This design comes from an exercise in tuning for small area and few clock cycles per item on the open sky130 flow, not from production work. Only simulation tests tie the RTL to the original design; equivalence was not proved. No activity file was given, so power comes from the tool's default toggle rates.

## flow/config.mk

```make
export PLATFORM = sky130hd
export DESIGN_NAME = pedal_noise_and_drift_monitor
export DESIGN_NICKNAME = pedal_noise_and_drift_monitor
export VERILOG_FILES = /design/flow/design.v
export SDC_FILE = /design/flow/constraint.sdc
export NUM_CORES = 4
export LEC_CHECK = 0
export ABC_AREA = 1
export CAP_MARGIN = 20
export CORE_MARGIN = 2
export CORE_UTILIZATION = 60
export SLEW_MARGIN = 20
```

## flow/constraint.sdc

```tcl
create_clock -name core_clock -period 12.0 [get_ports {aclk}]
set_input_delay 2.4000 -clock core_clock [delete_from_list [all_inputs] [get_ports {aclk}]]
set_output_delay 2.4000 -clock core_clock [all_outputs]
set_load 0.01 [all_outputs]
```

## flow/design.v

```verilog
package pndm_pkg;
    typedef struct packed {
        logic        mode;
        logic [9:0]  raw_gas;
        logic [9:0]  raw_clutch;
        logic [31:0] now_ms;
    } in_t;
    typedef struct packed {
        logic       clutch_alert;
        logic       gas_alert;
        logic [6:0] gas_percent;
    } out_t;
    typedef struct packed {
        logic [2:0]  enables;
        logic [9:0]  gas_idle_max;
        logic [9:0]  gas_full_min;
        logic [9:0]  clutch_margin;
        logic [7:0]  clutch_repeat;
        logic [31:0] window_ms;
        logic [31:0] timeout_ms;
        logic [31:0] cooldown_ms;
    } cfg_t;
    localparam int PADDR_W = 5;
    localparam int REG_IDX_W = 3;
    localparam logic [REG_IDX_W-1:0] REG_ENABLES       = 3'd0;
    localparam logic [REG_IDX_W-1:0] REG_GAS_IDLE_MAX  = 3'd1;
    localparam logic [REG_IDX_W-1:0] REG_GAS_FULL_MIN  = 3'd2;
    localparam logic [REG_IDX_W-1:0] REG_CLUTCH_MARGIN = 3'd3;
    localparam logic [REG_IDX_W-1:0] REG_CLUTCH_REPEAT = 3'd4;
    localparam logic [REG_IDX_W-1:0] REG_WINDOW_MS     = 3'd5;
    localparam logic [REG_IDX_W-1:0] REG_TIMEOUT_MS    = 3'd6;
    localparam logic [REG_IDX_W-1:0] REG_COOLDOWN_MS   = 3'd7;
    localparam logic [2:0]  RST_ENABLES       = 3'd7;
    localparam logic [9:0]  RST_GAS_IDLE_MAX  = 10'd51;
    localparam logic [9:0]  RST_GAS_FULL_MIN  = 10'd951;
    localparam logic [9:0]  RST_CLUTCH_MARGIN = 10'd51;
    localparam logic [7:0]  RST_CLUTCH_REPEAT = 8'd4;
    localparam logic [31:0] RST_WINDOW_MS     = 32'd30000;
    localparam logic [31:0] RST_TIMEOUT_MS    = 32'd10000;
    localparam logic [31:0] RST_COOLDOWN_MS   = 32'd60000;
    localparam int EN_MIRROR = 0;
    localparam int EN_CLUTCH = 1;
    localparam int EN_GAS    = 2;
    localparam logic MODE_SAMPLE    = 1'b0;
    localparam logic MODE_RECONNECT = 1'b1;
    localparam int unsigned MIN_USAGE_PCT = 20;
    localparam int unsigned PCT_SCALE     = 100;
endpackage
module pndm_regs (
    input  logic                          aclk,
    input  logic                          aresetn,
    input  logic                          psel,
    input  logic                          penable,
    input  logic                          pwrite,
    input  logic [pndm_pkg::PADDR_W-1:0]  paddr,
    input  logic [31:0]                   pwdata,
    output logic [31:0]                   prdata,
    output logic                          pready,
    output pndm_pkg::cfg_t                cfg
);
    pndm_pkg::cfg_t                 cfg_reg;
    logic [pndm_pkg::REG_IDX_W-1:0] idx;
    logic                 wr_en;
    assign idx    = paddr[pndm_pkg::PADDR_W-1:2];
    assign wr_en  = psel && penable && pwrite;
    assign pready = 1'b1;
    assign cfg    = cfg_reg;
    always_ff @(posedge aclk) begin
        if (!aresetn) begin
            cfg_reg.enables       <= pndm_pkg::RST_ENABLES;
            cfg_reg.gas_idle_max  <= pndm_pkg::RST_GAS_IDLE_MAX;
            cfg_reg.gas_full_min  <= pndm_pkg::RST_GAS_FULL_MIN;
            cfg_reg.clutch_margin <= pndm_pkg::RST_CLUTCH_MARGIN;
            cfg_reg.clutch_repeat <= pndm_pkg::RST_CLUTCH_REPEAT;
            cfg_reg.window_ms     <= pndm_pkg::RST_WINDOW_MS;
            cfg_reg.timeout_ms    <= pndm_pkg::RST_TIMEOUT_MS;
            cfg_reg.cooldown_ms   <= pndm_pkg::RST_COOLDOWN_MS;
        end else if (wr_en) begin
            unique case (idx)
                pndm_pkg::REG_ENABLES:       cfg_reg.enables       <= pwdata[2:0];
                pndm_pkg::REG_GAS_IDLE_MAX:  cfg_reg.gas_idle_max  <= pwdata[9:0];
                pndm_pkg::REG_GAS_FULL_MIN:  cfg_reg.gas_full_min  <= pwdata[9:0];
                pndm_pkg::REG_CLUTCH_MARGIN: cfg_reg.clutch_margin <= pwdata[9:0];
                pndm_pkg::REG_CLUTCH_REPEAT: cfg_reg.clutch_repeat <= pwdata[7:0];
                pndm_pkg::REG_WINDOW_MS:     cfg_reg.window_ms     <= pwdata;
                pndm_pkg::REG_TIMEOUT_MS:    cfg_reg.timeout_ms    <= pwdata;
                pndm_pkg::REG_COOLDOWN_MS:   cfg_reg.cooldown_ms   <= pwdata;
            endcase
        end
    end
    always_comb begin
        unique case (idx)
            pndm_pkg::REG_ENABLES:       prdata = 32'(cfg_reg.enables);
            pndm_pkg::REG_GAS_IDLE_MAX:  prdata = 32'(cfg_reg.gas_idle_max);
            pndm_pkg::REG_GAS_FULL_MIN:  prdata = 32'(cfg_reg.gas_full_min);
            pndm_pkg::REG_CLUTCH_MARGIN: prdata = 32'(cfg_reg.clutch_margin);
            pndm_pkg::REG_CLUTCH_REPEAT: prdata = 32'(cfg_reg.clutch_repeat);
            pndm_pkg::REG_WINDOW_MS:     prdata = cfg_reg.window_ms;
            pndm_pkg::REG_TIMEOUT_MS:    prdata = cfg_reg.timeout_ms;
            pndm_pkg::REG_COOLDOWN_MS:   prdata = cfg_reg.cooldown_ms;
        endcase
    end
endmodule
module pndm_core (
    input  logic           aclk,
    input  logic           aresetn,
    input  pndm_pkg::cfg_t cfg,
    input  logic           step_en,
    input  pndm_pkg::in_t  item,
    output pndm_pkg::out_t result
);
    logic [9:0]  prev_clutch_reg;
    logic [7:0]  stuck_count_reg;
    logic        racing_reg;
    logic [6:0]  peak_pct_reg;
    logic [31:0] full_time_reg;
    logic [31:0] activity_time_reg;
    logic [31:0] alert_time_reg;
    logic        clutch_alert_reg;
    logic        gas_alert_reg;
    logic [9:0]  gas, clutch;
    logic [10:0] dpos, dneg;
    logic [7:0]  stuck_mid;
    logic        gas_idle, near, stuck_hit, clutch_fire;
    logic        restart, idle_expire, racing_new, at_full, window_due;
    logic        gas_fire;
    logic [6:0]  gas_pct, peak_base, peak_max;
    logic [14:0] g25;
    logic [17:0] pct_sum;
    logic        is_rc, en_c, en_g;
    function automatic logic gt32(input logic [31:0] a, input logic [31:0] b);
        logic c;
        c = 1'b0;
        for (int i = 0; i < 32; i++) begin
            c = (a[i] & ~b[i]) | ((a[i] | ~b[i]) & c);
        end
        gt32 = c;
    endfunction
    function automatic logic [31:0] sub32(input logic [31:0] a, input logic [31:0] b);
        logic br;
        br = 1'b0;
        for (int i = 0; i < 32; i++) begin
            sub32[i] = a[i] ^ b[i] ^ br;
            br = (~a[i] & b[i]) | (~(a[i] ^ b[i]) & br);
        end
    endfunction
    function automatic logic [31:0] add32(input logic [31:0] a, input logic [31:0] b,
                                          input logic ci);
        logic c;
        c = ci;
        for (int i = 0; i < 32; i++) begin
            add32[i] = a[i] ^ b[i] ^ c;
            c = (a[i] & b[i]) | ((a[i] ^ b[i]) & c);
        end
    endfunction
    assign is_rc = item.mode;
    assign en_c  = cfg.enables[pndm_pkg::EN_CLUTCH];
    assign en_g  = cfg.enables[pndm_pkg::EN_GAS];
    always_comb begin
        gas    = item.raw_gas    ^ {10{cfg.enables[pndm_pkg::EN_MIRROR]}};
        clutch = item.raw_clutch ^ {10{cfg.enables[pndm_pkg::EN_MIRROR]}};
        g25     = 15'(add32(32'({gas, 4'd0}), add32(32'({gas, 3'd0}), 32'(gas), 1'b0), 1'b0));
        pct_sum = 18'(add32(32'({g25, 2'd0}), 32'(g25[14:8]), 1'b1));
        gas_pct = pct_sum[16:10];
        gas_idle  = !gt32(32'(gas), 32'(cfg.gas_idle_max));
        dpos      = 11'(sub32(32'(clutch), 32'(prev_clutch_reg)));
        dneg      = 11'(sub32(32'(prev_clutch_reg), 32'(clutch)));
        near      = !gt32(32'(dpos[10] ? dneg[9:0] : dpos[9:0]), 32'(cfg.clutch_margin));
        stuck_hit = gas_idle && (clutch != '0) && near;
        if (!stuck_hit) begin
            stuck_mid = '0;
        end else if (stuck_count_reg == 8'hFF) begin
            stuck_mid = stuck_count_reg;
        end else begin
            stuck_mid = 8'(add32(32'(stuck_count_reg), 32'd0, 1'b1));
        end
        clutch_fire = !gt32(32'(cfg.clutch_repeat), 32'(stuck_mid));
        restart     = !gas_idle && !racing_reg;
        idle_expire = gt32(sub32(item.now_ms, activity_time_reg), cfg.timeout_ms);
        racing_new  = !gas_idle || (racing_reg && !idle_expire);
        peak_base   = restart ? '0 : peak_pct_reg;
        peak_max    = gt32(32'(gas_pct), 32'(peak_base)) ? gas_pct : peak_base;
        at_full     = !gt32(32'(cfg.gas_full_min), 32'(gas));
        window_due  = !restart
                   && gt32(sub32(item.now_ms, full_time_reg), cfg.window_ms)
                   && gt32(sub32(item.now_ms, alert_time_reg), cfg.cooldown_ms);
        gas_fire    = racing_new && !at_full && window_due
                   && gt32(32'(peak_max), 32'(pndm_pkg::MIN_USAGE_PCT));
    end
    assign result.clutch_alert = clutch_alert_reg;
    assign result.gas_alert    = gas_alert_reg;
    assign result.gas_percent  = gas_alert_reg ? peak_pct_reg : 7'd0;
    always_ff @(posedge aclk) begin
        if (!aresetn) begin
            prev_clutch_reg   <= '0;
            stuck_count_reg   <= '0;
            racing_reg        <= 1'b0;
            peak_pct_reg      <= '0;
            full_time_reg     <= '0;
            activity_time_reg <= '0;
            alert_time_reg    <= '0;
            clutch_alert_reg  <= 1'b0;
            gas_alert_reg     <= 1'b0;
        end else if (step_en) begin
            clutch_alert_reg <= 1'b0;
            gas_alert_reg    <= 1'b0;
            if (is_rc) begin
                prev_clutch_reg   <= '0;
                stuck_count_reg   <= '0;
                racing_reg        <= 1'b0;
                peak_pct_reg      <= '0;
                full_time_reg     <= item.now_ms;
                activity_time_reg <= item.now_ms;
            end else begin
                if (en_c) begin
                    prev_clutch_reg  <= clutch;
                    stuck_count_reg  <= clutch_fire ? 8'd0 : stuck_mid;
                    clutch_alert_reg <= clutch_fire;
                end
                if (en_g) begin
                    racing_reg <= racing_new;
                    if (!gas_idle) begin
                        activity_time_reg <= item.now_ms;
                    end
                    if (restart || (racing_new && at_full)) begin
                        full_time_reg <= item.now_ms;
                    end
                    if (racing_new && at_full) begin
                        peak_pct_reg <= '0;
                    end else if (racing_new) begin
                        peak_pct_reg <= peak_max;
                    end else begin
                        peak_pct_reg <= peak_base;
                    end
                    if (gas_fire) begin
                        alert_time_reg <= item.now_ms;
                        gas_alert_reg  <= 1'b1;
                    end
                end
            end
        end
    end
endmodule
module pedal_noise_and_drift_monitor #(
    parameter int unsigned TRAVEL_MAX = 1023
) (
    input  logic                          aclk,
    input  logic                          aresetn,
    input  logic                          s_valid,
    output logic                          s_ready,
    input  logic [52:0]                   s_data,
    output logic                          m_valid,
    input  logic                          m_ready,
    output logic [8:0]                    m_data,
    input  logic                          psel,
    input  logic                          penable,
    input  logic                          pwrite,
    input  logic [pndm_pkg::PADDR_W-1:0]  paddr,
    input  logic [31:0]                   pwdata,
    output logic [31:0]                   prdata,
    output logic                          pready
);
    pndm_pkg::cfg_t cfg;
    pndm_pkg::out_t result;
    logic out_valid_reg;
    logic accept;
    assign s_ready = !out_valid_reg || m_ready;
    assign accept  = s_valid && s_ready;
    assign m_valid = out_valid_reg;
    assign m_data  = 9'(result);
    pndm_regs u_regs (
        .aclk    (aclk),
        .aresetn (aresetn),
        .psel    (psel),
        .penable (penable),
        .pwrite  (pwrite),
        .paddr   (paddr),
        .pwdata  (pwdata),
        .prdata  (prdata),
        .pready  (pready),
        .cfg     (cfg)
    );
    pndm_core u_core (
        .aclk    (aclk),
        .aresetn (aresetn),
        .cfg     (cfg),
        .step_en (accept),
        .item    (pndm_pkg::in_t'(s_data)),
        .result  (result)
    );
    always_ff @(posedge aclk) begin
        if (!aresetn) begin
            out_valid_reg <= 1'b0;
        end else if (s_ready) begin
            out_valid_reg <= s_valid;
        end
    end
endmodule
```

## flow/run.sh

```bash
#!/bin/bash
# synth_recipe.tcl (not shown) runs the flow's synth.tcl, then flattens the netlist and writes it again
# the make line also repeats each setting of config.mk as NAME=value (left out here)
make -C /OpenROAD-flow-scripts/flow DESIGN_CONFIG=/design/flow/config.mk WORK_HOME=/design/flow/orfs CLKGATE_MAP_FILE= SYNTH_SCRIPT=/design/flow/synth_recipe.tcl finish
```

==> flow_summary.json, run 1 <==
{
  "die_w_um": 169.5,
  "grt-ovfl-total": 0,
  "fin_setup_tns_ns": -164.75,
  "h-tree-depth": 1,
  "clock_latency_ns": 0.57,
  "antenna_left": 0,
  "holdPathEnd": "u_core.clutch_alert_reg$_SDFFE_PN0P_",
  "via_per_inst": 5.725,
  "ir_worst_vdd_mv": 0.1413,
  "drive_gt1_frac": 0.1358,
  "synthArstFlopShare": 0,
  "dr.pass1.iters": 7,
  "p_leak_nw": 9.220,
  "drt-initial-drc-count": 1480,
  "timing.final.crit_share": 1.196,
  "synthFlopType": "dfxtp_1",
  "cts-root-buf": "clkbuf_16",
  "nets": 2697,
  "grt_antenna_before_repair": 0,
  "routedWlPerCell_um": 18.14,
  "slew_headroom": 0.2713,
  "synth.distinct_cells": 47,
  "violations": "negative setup slack",
  "setup_viol": 73,
  "grt_pass1_wl_mm": 78.74,
  "hold_path.class": "reg -> reg",
  "slew_violations": 0,
  "coreArea_um2": 26950,
  "r2r_setup_slack_ns": -0.69,
  "grt_max_degree": 149,
  "hold_ws_ns": 0.4701,
  "slowest_delay_ns": 0.38,
  "cpMaxStageDelayCell": "fa_2",
  "cts_sinks": 262,
  "ios": 141,
  "vias": 16115,
  "finalClockSkew_ns": 0.01332,
  "rr_endpoint": "u_core.alert_time_reg[15]$_SDFFE_PN0P_",
  "syn_avg_cell_area_um2": 7.146,
  "routed_wl_mm": 51.05,
  "drv.max_cap_violation_count": 0,
  "finalHoldViolCount": 0,
  "yosys_warnings": 3,
  "netlist_area_um2": 16440,
  "grt_usage": 0.3454,
  "critPathTopFamily": "adder cells",
  "clk_pin_slew_ns": 0.06,
  "fill_cells": 2024,
  "worstMarginPinSlew_ns": 1.092,
  "portBuffers": 137,
  "syn_to_final_growth_pct": 24.76,
  "cp.required_ns": 12.47,
  "cp-start-kind": "primary input",
  "layout_min_cycle_time_ns": 14.36,
  "crit_type": "in -> reg",
  "yosysSeqAreaShare": 0.3191,
  "synth_edf_count": 0,
  "power_density_nw_per_um2": 125.8,
  "ys_ff_latch": 262,
  "n_antenna_cell": 0,
  "syn_nets": 2547,
  "largest_reg_flops": 137,
  "ctsHoldBuffers": 0,
  "worstHoldStart": "u_core.clutch_alert_reg$_SDFFE_PN0P_",
  "outcome": "complete, but fails checks",
  "whs_path_depth": 2,
  "grt_pass1_vias": 15451,
  "critPathMostFrequentCell": "fa_2",
  "hpwl_mm": 34.14,
  "drc": 0,
  "numCtsBuffers": 30,
  "rows": 60,
  "finalWorstSetupSlack_ns": -2.356,
  "cp-end-kind": "register",
  "worstPathMaxFanout": 5,
  "place.gp.congestion": 0.9302,
  "synthCells": 2300,
  "crit_buf_inv": 7,
  "ctsLongestPathBuffers": 3,
  "rr_worst_depth": 46,
  "critPathArrivalTime_ns": 14.82,
  "die_area_um2": 28730,
  "r2r-start": "u_core.activity_time_reg[0]$_SDFFE_PN0P_",
  "rsz0062_at_grt": "yes",
  "fp.dieH_um": 169.5,
  "tritoncts": "yes",
  "cp-startpoint": "s_data[0]",
  "initial_core_util": 0.6098,
  "fmax_mhz": 69.66
}
## cell usage in the layout (no fill, tap or decap), drive strengths merged, types with 9 or more instances in the layout
cell and instances:
o221ai 18, clkdlybuf4s50 133, ha 46, a21oi 214, nor2 233, buf 79, nand3 129, o22ai 48
or2 23, a22oi 10, clkbuf 49, xor2 9, o211ai 16, inv 320, fa 104, xnor2 18
clkinv 11, o21ai 163, nand2 534, dfxtp 262
## worst min-delay path, stage by stage, from the launching register on
cell,delay [ns]
dfxtp_1,0.31
nand2_1,0.06
a21oi_1,0.06
## how the worst max path moves through the flow
stage,to,slack [ns],cells after the start
5_1_grt,u_core.alert_time_reg[19]$_SDFFE_PN0P_,-2.66,48
2_1_floorplan,u_core.alert_time_reg[25]$_SDFFE_PN0P_,-2.12,44
3_3_place_gp,u_core.alert_time_reg[1]$_SDFFE_PN0P_,-3.11,46
3_5_place_dp,u_core.alert_time_reg[7]$_SDFFE_PN0P_,-3.33,46
6_report,u_core.alert_time_reg[17]$_SDFFE_PN0P_,-2.36,47
4_1_cts,u_core.alert_time_reg[15]$_SDFFE_PN0P_,-2.29,46
## per-layer routing
metal	wire length (um)	share of wire	global-route usage	vias to the layer above
li1	-	-	-	7671
met1	19620	0.38	0.4166	7511
met2	25030	0.49	0.6131	761
met3	4090	0.080	0.05527	172
met4	2310	0.045	0.1453	0
met5	0	0	0	-
## stage by stage
stage	setup WS (ns)	area [um2]	instances	utilization	total power (W)
final	-2.356	20500	2815	0.7608	0.002579
after detailed placement	-3.330	18590	2737	0.6896	0.001532
after CTS	-2.292	20130	2807	0.7468	0.002553
after floorplan	-2.118	16790	2300	-	0.001349
after global routing	-2.661	20500	2815	0.7608	0.002690
after global placement	-3.109	18590	2737	0.6896	0.001510
## layout make-up
cell class	count	area [um2]	share of cell area
timing repair buffer	218	2370	0.1156
sequential	262	5245	0.2558
multi-input combinational	1612	10130	0.4941
clock inverter	11	182.7	0.008909
inverter	326	1241	0.06053
clock buffer	45	908.4	0.04430
tap	341	426.7	0.02081
## report_power, final
group / internal, W / switching, W / leakage (nW)
Clock: 0.000627 / 0.000391 / 0.537
Sequential: 0.000905 / 0.0000315 / 2.13
Combinational: 0.000266 / 0.000359 / 6.55
## synthesized netlist by cell type, types with 4 or more instances
library cell,instances,area share
a22oi_1,10,0.0046
o21a_1,5,0.0023
nor3_1,8,0.0024
or2_0,5,0.0019
nand3_1,128,0.039
inv_1,315,0.072
nand3b_1,6,0.0027
o221ai_1,18,0.0096
ha_1,46,0.035
o22ai_1,48,0.018
xor2_1,7,0.0037
buf_1,8,0.0018
nand2_2,5,0.0019
xnor2_1,18,0.0096
o211ai_1,16,0.0073
fa_1,104,0.13
nor2_1,231,0.053
buf_4,6,0.0027
buf_6,5,0.0034
buf_2,4,0.0012
o21ai_0,154,0.047
or2_2,13,0.0049
o2111ai_1,4,0.0021
or2_1,5,0.0019
nand2_1,527,0.12
a21oi_1,212,0.065
clkinv_1,5,0.0011
clkbuf_1,78,0.018
dfxtp_1,262,0.32
inv_2,6,0.0014
o21ai_1,9,0.0027
a221oi_1,4,0.0021
## kinds of logic after synthesis
kind of cell	share of synthesized area
simple gates	0.2336
xor+xnor	0.01530
compound gates	0.1674
buf+inv	0.1015
other cells	0.0002282
flops	0.3191
fa+ha+maj	0.1629
## repair_timing
item,4_1_cts,5_1_grt
resized for setup,64,51
gates cloned,8,5
setup buffers,6,3
pin swaps,7,13
setup endpoints to repair,73,73
Testbench counts, summed over its fixed seeds: cycles 16,008, items 16,000.
==> run 2, diff against run 1 <==
--- a/flow/design.v
+++ b/flow/design.v
@@ -109,6 +109,28 @@
     input  pndm_pkg::in_t  item,
     output pndm_pkg::out_t result
 );
+    function automatic logic cmp32(input logic [31:0] a, input logic [31:0] b,
+                                   input logic ci);
+        logic c;
+        c = ci;
+        for (int i = 0; i < 32; i++) begin
+            c = (a[i] & ~b[i]) | ((a[i] | ~b[i]) & c);
+        end
+        cmp32 = c;
+    endfunction
+    function automatic logic [31:0] add32(input logic [31:0] a, input logic [31:0] b,
+                                          input logic ci);
+        logic c;
+        c = ci;
+        for (int i = 0; i < 32; i++) begin
+            add32[i] = a[i] ^ b[i] ^ c;
+            c = (a[i] & b[i]) | (a[i] & c) | (b[i] & c);
+        end
+    endfunction
+    function automatic logic elapsed(input logic [31:0] now, input logic [31:0] t,
+                                     input logic [31:0] lim);
+        elapsed = cmp32(now - t, lim, 1'b0);
+    endfunction
     logic [9:0]  prev_clutch_reg;
     logic [7:0]  stuck_count_reg;
     logic        racing_reg;
@@ -119,7 +141,7 @@
     logic        clutch_alert_reg;
     logic        gas_alert_reg;
     logic [9:0]  gas, clutch;
-    logic [10:0] dpos, dneg;
+    logic [10:0] dc;
     logic [7:0]  stuck_mid;
     logic        gas_idle, near, stuck_hit, clutch_fire;
     logic        restart, idle_expire, racing_new, at_full, window_due;
@@ -127,104 +149,76 @@
     logic [6:0]  gas_pct, peak_base, peak_max;
     logic [14:0] g25;
     logic [17:0] pct_sum;
-    logic        is_rc, en_c, en_g;
-    function automatic logic gt32(input logic [31:0] a, input logic [31:0] b);
-        logic c;
-        c = 1'b0;
-        for (int i = 0; i < 32; i++) begin
-            c = (a[i] & ~b[i]) | ((a[i] | ~b[i]) & c);
-        end
-        gt32 = c;
-    endfunction
-    function automatic logic [31:0] sub32(input logic [31:0] a, input logic [31:0] b);
-        logic br;
-        br = 1'b0;
-        for (int i = 0; i < 32; i++) begin
-            sub32[i] = a[i] ^ b[i] ^ br;
-            br = (~a[i] & b[i]) | (~(a[i] ^ b[i]) & br);
-        end
-    endfunction
-    function automatic logic [31:0] add32(input logic [31:0] a, input logic [31:0] b,
-                                          input logic ci);
-        logic c;
-        c = ci;
-        for (int i = 0; i < 32; i++) begin
-            add32[i] = a[i] ^ b[i] ^ c;
-            c = (a[i] & b[i]) | ((a[i] ^ b[i]) & c);
-        end
-    endfunction
-    assign is_rc = item.mode;
-    assign en_c  = cfg.enables[pndm_pkg::EN_CLUTCH];
-    assign en_g  = cfg.enables[pndm_pkg::EN_GAS];
+    logic        is_rc, en_c, en_g, step_s, step_c, step_g;
+    logic [31:0] now_d;
+    logic        ld_full, ld_act, ld_alert, ld_prev;
+    assign is_rc  = item.mode;
+    assign en_c   = cfg.enables[pndm_pkg::EN_CLUTCH];
+    assign en_g   = cfg.enables[pndm_pkg::EN_GAS];
+    assign step_s = step_en && !is_rc;
+    assign step_c = step_s && en_c;
+    assign step_g = step_s && en_g;
     always_comb begin
         gas    = item.raw_gas    ^ {10{cfg.enables[pndm_pkg::EN_MIRROR]}};
         clutch = item.raw_clutch ^ {10{cfg.enables[pndm_pkg::EN_MIRROR]}};
         g25     = 15'(add32(32'({gas, 4'd0}), add32(32'({gas, 3'd0}), 32'(gas), 1'b0), 1'b0));
         pct_sum = 18'(add32(32'({g25, 2'd0}), 32'(g25[14:8]), 1'b1));
         gas_pct = pct_sum[16:10];
-        gas_idle  = !gt32(32'(gas), 32'(cfg.gas_idle_max));
-        dpos      = 11'(sub32(32'(clutch), 32'(prev_clutch_reg)));
-        dneg      = 11'(sub32(32'(prev_clutch_reg), 32'(clutch)));
-        near      = !gt32(32'(dpos[10] ? dneg[9:0] : dpos[9:0]), 32'(cfg.clutch_margin));
+        gas_idle  = !cmp32(32'(gas), 32'(cfg.gas_idle_max), 1'b0);
+        dc        = 11'(add32(32'(clutch), ~(32'(prev_clutch_reg)), 1'b1));
+        near      = cmp32(32'(cfg.clutch_margin),
+                          32'(dc[9:0] ^ {10{dc[10]}}), !dc[10]);
         stuck_hit = gas_idle && (clutch != '0) && near;
-        if (!stuck_hit) begin
-            stuck_mid = '0;
-        end else if (stuck_count_reg == 8'hFF) begin
-            stuck_mid = stuck_count_reg;
-        end else begin
-            stuck_mid = 8'(add32(32'(stuck_count_reg), 32'd0, 1'b1));
-        end
-        clutch_fire = !gt32(32'(cfg.clutch_repeat), 32'(stuck_mid));
+        stuck_mid = stuck_hit ? 8'(add32(32'(stuck_count_reg), 32'd0, 1'b1)) : 8'd0;
+        clutch_fire = cmp32(32'(stuck_mid), 32'(cfg.clutch_repeat), 1'b1);
         restart     = !gas_idle && !racing_reg;
-        idle_expire = gt32(sub32(item.now_ms, activity_time_reg), cfg.timeout_ms);
+        idle_expire = elapsed(item.now_ms, activity_time_reg, cfg.timeout_ms);
         racing_new  = !gas_idle || (racing_reg && !idle_expire);
         peak_base   = restart ? '0 : peak_pct_reg;
-        peak_max    = gt32(32'(gas_pct), 32'(peak_base)) ? gas_pct : peak_base;
-        at_full     = !gt32(32'(cfg.gas_full_min), 32'(gas));
+        peak_max    = cmp32(32'(gas_pct), 32'(peak_base), 1'b0) ? gas_pct : peak_base;
+        at_full     = cmp32(32'(gas), 32'(cfg.gas_full_min), 1'b1);
         window_due  = !restart
-                   && gt32(sub32(item.now_ms, full_time_reg), cfg.window_ms)
-                   && gt32(sub32(item.now_ms, alert_time_reg), cfg.cooldown_ms);
+                   && elapsed(item.now_ms, full_time_reg, cfg.window_ms)
+                   && elapsed(item.now_ms, alert_time_reg, cfg.cooldown_ms);
         gas_fire    = racing_new && !at_full && window_due
-                   && gt32(32'(peak_max), 32'(pndm_pkg::MIN_USAGE_PCT));
+                   && cmp32(32'(peak_max), 32'(pndm_pkg::MIN_USAGE_PCT), 1'b0);
     end
     assign result.clutch_alert = clutch_alert_reg;
     assign result.gas_alert    = gas_alert_reg;
     assign result.gas_percent  = gas_alert_reg ? peak_pct_reg : 7'd0;
+    assign now_d    = aresetn ? item.now_ms : 32'd0;
+    assign ld_full  = !aresetn || (step_en && is_rc)
+                   || (step_g && (restart || (racing_new && at_full)));
+    assign ld_act   = !aresetn || (step_en && is_rc) || (step_g && !gas_idle);
+    assign ld_alert = !aresetn || (step_g && gas_fire);
+    assign ld_prev  = !aresetn || (step_en && is_rc) || step_c;
+    always_ff @(posedge aclk) begin
+        if (ld_full) full_time_reg <= now_d;
+        if (ld_act) activity_time_reg <= now_d;
+        if (ld_alert) alert_time_reg <= now_d;
+        if (ld_prev) prev_clutch_reg <= (aresetn && !is_rc) ? clutch : 10'd0;
+    end
     always_ff @(posedge aclk) begin
         if (!aresetn) begin
-            prev_clutch_reg   <= '0;
             stuck_count_reg   <= '0;
             racing_reg        <= 1'b0;
             peak_pct_reg      <= '0;
-            full_time_reg     <= '0;
-            activity_time_reg <= '0;
-            alert_time_reg    <= '0;
             clutch_alert_reg  <= 1'b0;
             gas_alert_reg     <= 1'b0;
         end else if (step_en) begin
             clutch_alert_reg <= 1'b0;
             gas_alert_reg    <= 1'b0;
             if (is_rc) begin
-                prev_clutch_reg   <= '0;
                 stuck_count_reg   <= '0;
                 racing_reg        <= 1'b0;
                 peak_pct_reg      <= '0;
-                full_time_reg     <= item.now_ms;
-                activity_time_reg <= item.now_ms;
             end else begin
                 if (en_c) begin
-                    prev_clutch_reg  <= clutch;
                     stuck_count_reg  <= clutch_fire ? 8'd0 : stuck_mid;
                     clutch_alert_reg <= clutch_fire;
                 end
                 if (en_g) begin
                     racing_reg <= racing_new;
-                    if (!gas_idle) begin
-                        activity_time_reg <= item.now_ms;
-                    end
-                    if (restart || (racing_new && at_full)) begin
-                        full_time_reg <= item.now_ms;
-                    end
                     if (racing_new && at_full) begin
                         peak_pct_reg <= '0;
                     end else if (racing_new) begin
@@ -233,7 +227,6 @@
                         peak_pct_reg <= peak_base;
                     end
                     if (gas_fire) begin
-                        alert_time_reg <= item.now_ms;
                         gas_alert_reg  <= 1'b1;
                     end
                 end
--- a/flow/config.mk
+++ b/flow/config.mk
@@ -8,5 +8,5 @@
 export ABC_AREA = 1
 export CAP_MARGIN = 20
 export CORE_MARGIN = 2
-export CORE_UTILIZATION = 60
+export CORE_UTILIZATION = 55
 export SLEW_MARGIN = 20
==> flow_summary.json, run 2 <==
{
  "outcome": "finished clean",
  "clk_pin_slew_ns": 0.06,
  "fmax_mhz": 90.08,
  "finalHoldViolCount": 0,
  "finalClockSkew_ns": 0.008034,
  "nets": 2729,
  "slew_headroom": 0.2815,
  "initial_core_util": 0.5611,
  "synthCells": 2374,
  "critPathArrivalTime_ns": 11.34,
  "routedWlPerCell_um": 16.75,
  "place.gp.congestion": 0.9509,
  "synth_most_common_cell": "nand2_1",
  "cts-root-buf": "clkbuf_16",
  "dr.pass1.iters": 7,
  "numCtsBuffers": 30,
  "clock_latency_ns": 0.57,
  "critPathTopFamily": "adder cells",
  "power_density_nw_per_um2": 132.4,
  "drv.max_cap_violation_count": 0,
  "ctsHoldBuffers": 0,
  "drive_gt1_frac": 0.06275,
  "synth_edf_count": 106,
  "grt_usage": 0.2901,
  "final_common_cell": "nand2_1",
  "netlist_area_um2": 17750,
  "layout_min_cycle_time_ns": 11.10,
  "timing.final.crit_share": 0.9251,
  "h-tree-depth": 1,
  "drt-initial-drc-count": 1064,
  "yosysSeqAreaShare": 0.3553,
  "grt_antenna_before_repair": 0,
  "n_antenna_cell": 0,
  "cts_sinks": 262,
  "use_met1": 0.3804,
  "ys_top_cells_by_area": "edfxtp_1, dfxtp_1, nand2_1",
  "rows": 65,
  "synth.distinct_cells": 56,
  "die_area_um2": 33730,
  "cp.required_ns": 12.24,
  "grt_busiest_layer": "met2",
  "synth_top_cell_by_area": "edfxtp_1",
  "fin_util": 0.6484,
  "portBuffers": 137,
  "synth_top_area_frac": 0.1793,
  "vias": 15941,
  "syn_to_final_growth_pct": 15.56,
  "die_w_um": 183.7,
  "final_cell_mix": "nand2_1, inv_1, a21oi_1",
  "ys_ff_latch": 262,
  "via_per_inst": 5.459,
  "hpwl_mm": 36.41,
  "ctsLongestPathBuffers": 3,
  "ir_worst_vdd_mv": 0.1149,
  "slew_violations": 0,
  "largest_reg_flops": 137,
  "crit_buf_inv": 7,
  "hold_path.class": "reg -> reg",
  "fin_cells": 2920,
  "synthArstFlopShare": 0,
  "rsz0062_at_grt": "no",
  "tritoncts": "yes",
  "worstMarginPinSlew_ns": 1.074,
  "place_inst": 2864,
  "p_leak_nw": 9.571,
  "crit_type": "in -> reg",
  "grt-ovfl-total": 0,
  "cp-start-kind": "primary input",
  "syn_avg_cell_area_um2": 7.477,
  "grt_max_degree": 92,
  "drc": 0,
  "critPathMostFrequentCell": "fa_1",
  "yosys_warnings": 3,
  "setup_viol": 0,
  "post_cts_buffers": 0,
  "fin_setup_tns_ns": 0,
  "fill_cells": 2822,
  "cp-end-kind": "register",
  "fp.dieH_um": 183.7,
  "post_cts_resized": 0,
  "coreArea_um2": 31640,
  "routed_wl_mm": 48.91,
  "grt_util_met3": 0.03308,
  "grt_pass1_vias": 15188,
  "worstPathMaxFanout": 32,
  "synth_common_cells": "nand2_1, inv_1, a21oi_1",
  "cpMaxStageDelayCell": "fa_1",
  "grt_util_met2": 0.4978,
  "syn_nets": 2609,
  "grt_pass1_wl_mm": 78.14,
  "antenna_left": 0,
  "ios": 141,
  "synthFlopType": "dfxtp_1",
  "slowest_delay_ns": 0.52
}
==> run 2: through the flow <==
| stage | setup slack, ns | power [W] | cell area (um2) | hold WS, ns |
|---|---|---|---|---|
| 2_1_floorplan | 1.012 | 0.001570 | 17750 | 0.4274 |
| 3_3_place_gp | 0.5687 | 0.001768 | 19480 | 0.4442 |
| 3_5_place_dp | 0.3733 | 0.001782 | 19480 | 0.4559 |
| 4_1_cts | 0.9245 | 0.002727 | 20500 | 0.4660 |
| 5_1_grt | 0.3628 | 0.002872 | 20510 | 0.4875 |
| 6_report | 0.8988 | 0.002715 | 20510 | 0.4630 |
==> run 2: cells by family after synthesis <==
kind of cell	count (synthesis)	synth area share
AND/OR/NAND/NOR	874	0.2080
AO/OA/AOI/OAI	506	0.1637
buffers and inverters	468	0.1009
flip-flops	262	0.3553
adder cells (fa/ha/maj)	153	0.1172
XOR/XNOR	110	0.05470
other	1	0.0002113
==> run 2: cell type report <==
type,instances,area [um2],share of cell area
multi-input cells,1644,9678,0.4718
flip-flops and latches,262,6306,0.3074
inverters,407,1533,0.07472
repair buffers,149,1471,0.07173
clock buffers,41,884.6,0.04313
well taps,402,503.0,0.02452
clock inverters,15,136.4,0.006649
==> run 2: worst reg2reg max path: cells and delay by family, from the launching register on <==
| kind | cells | cell delay, ns |
|---|---|---|
| XOR/XNOR | 1 | 0.19 |
| adder cells (fa/ha/maj) | 17 | 5.15 |
| flip-flops | 1 | 0.49 |
| AND/OR/NAND/NOR | 16 | 2.03 |
| buffers and inverters | 6 | 0.63 |
| AO/OA/AOI/OAI | 4 | 0.60 |
==> run 2: worst paths after layout <==
kind	slack (ns)	cells past startpoint	startpoint	end
worst min-delay path	0.46	2	u_core.stuck_count_reg[2]$_SDFFE_PN0P_	u_core.stuck_count_reg[2]$_SDFFE_PN0P_
worst max register to register	2.55	44	u_regs.cfg_reg[134]$_SDFFE_PN1P_	u_core.alert_time_reg[2]$_DFFE_PP_
worst min register to register	0.46	2	u_core.stuck_count_reg[2]$_SDFFE_PN0P_	u_core.stuck_count_reg[2]$_SDFFE_PN0P_
worst max-delay path	0.90	45	s_data[45]	u_core.alert_time_reg[2]$_DFFE_PP_
==> run 2: power by group <==
group | internal, W | total [W] | switching, W
Clock | 0.000557 | 0.000946 | 0.000388
Sequential | 0.000974 | 0.000991 | 0.0000173
Combinational | 0.000312 | 0.000778 | 0.000466
==> run 2: routing by layer <==
metal  wire (um)  vias up
met2       23070      464
met1       21570     7355
met4        1631        0
met5           0        -
met3        2638       96
li1            -     8026
Testbench counts of run 2, summed over its fixed seeds: cycles 16,008, items 16,000.

[static timing again, ports no longer ideal]
How much do the figures lean on ideal ports? The routed layouts below were timed once more, with nothing changed but the port constraints. Step 1 sets driving cells, clkbuf_16 on the clock port and buf_2 on the other inputs (assumed; they add their load-dependent delay and slew). Step 2 moves the port delays by t, midway between the first and last clock arrival at a register: inputs arrive t later, outputs are due t later. That takes back most of the time a late clock gives input paths. Slacks: ideal / step 1 / step 2; pairs: ideal / step 1.
run	t (ns)	slack for setup (ns)	worst hold slack (ns)	latest minus earliest clock arrival (ns)
run 1	0.615	-2.356 / -2.342 / -2.957	0.470 / 0.470 / 0.470	0.013 / 0.013
run 2	0.615	0.899 / 0.927 / 0.311	0.463 / 0.463 / 0.463	0.009 / 0.009
The setup slack of run 1, which loses most, moves by +0.014 ns with the drivers and by -0.601 ns with both steps.
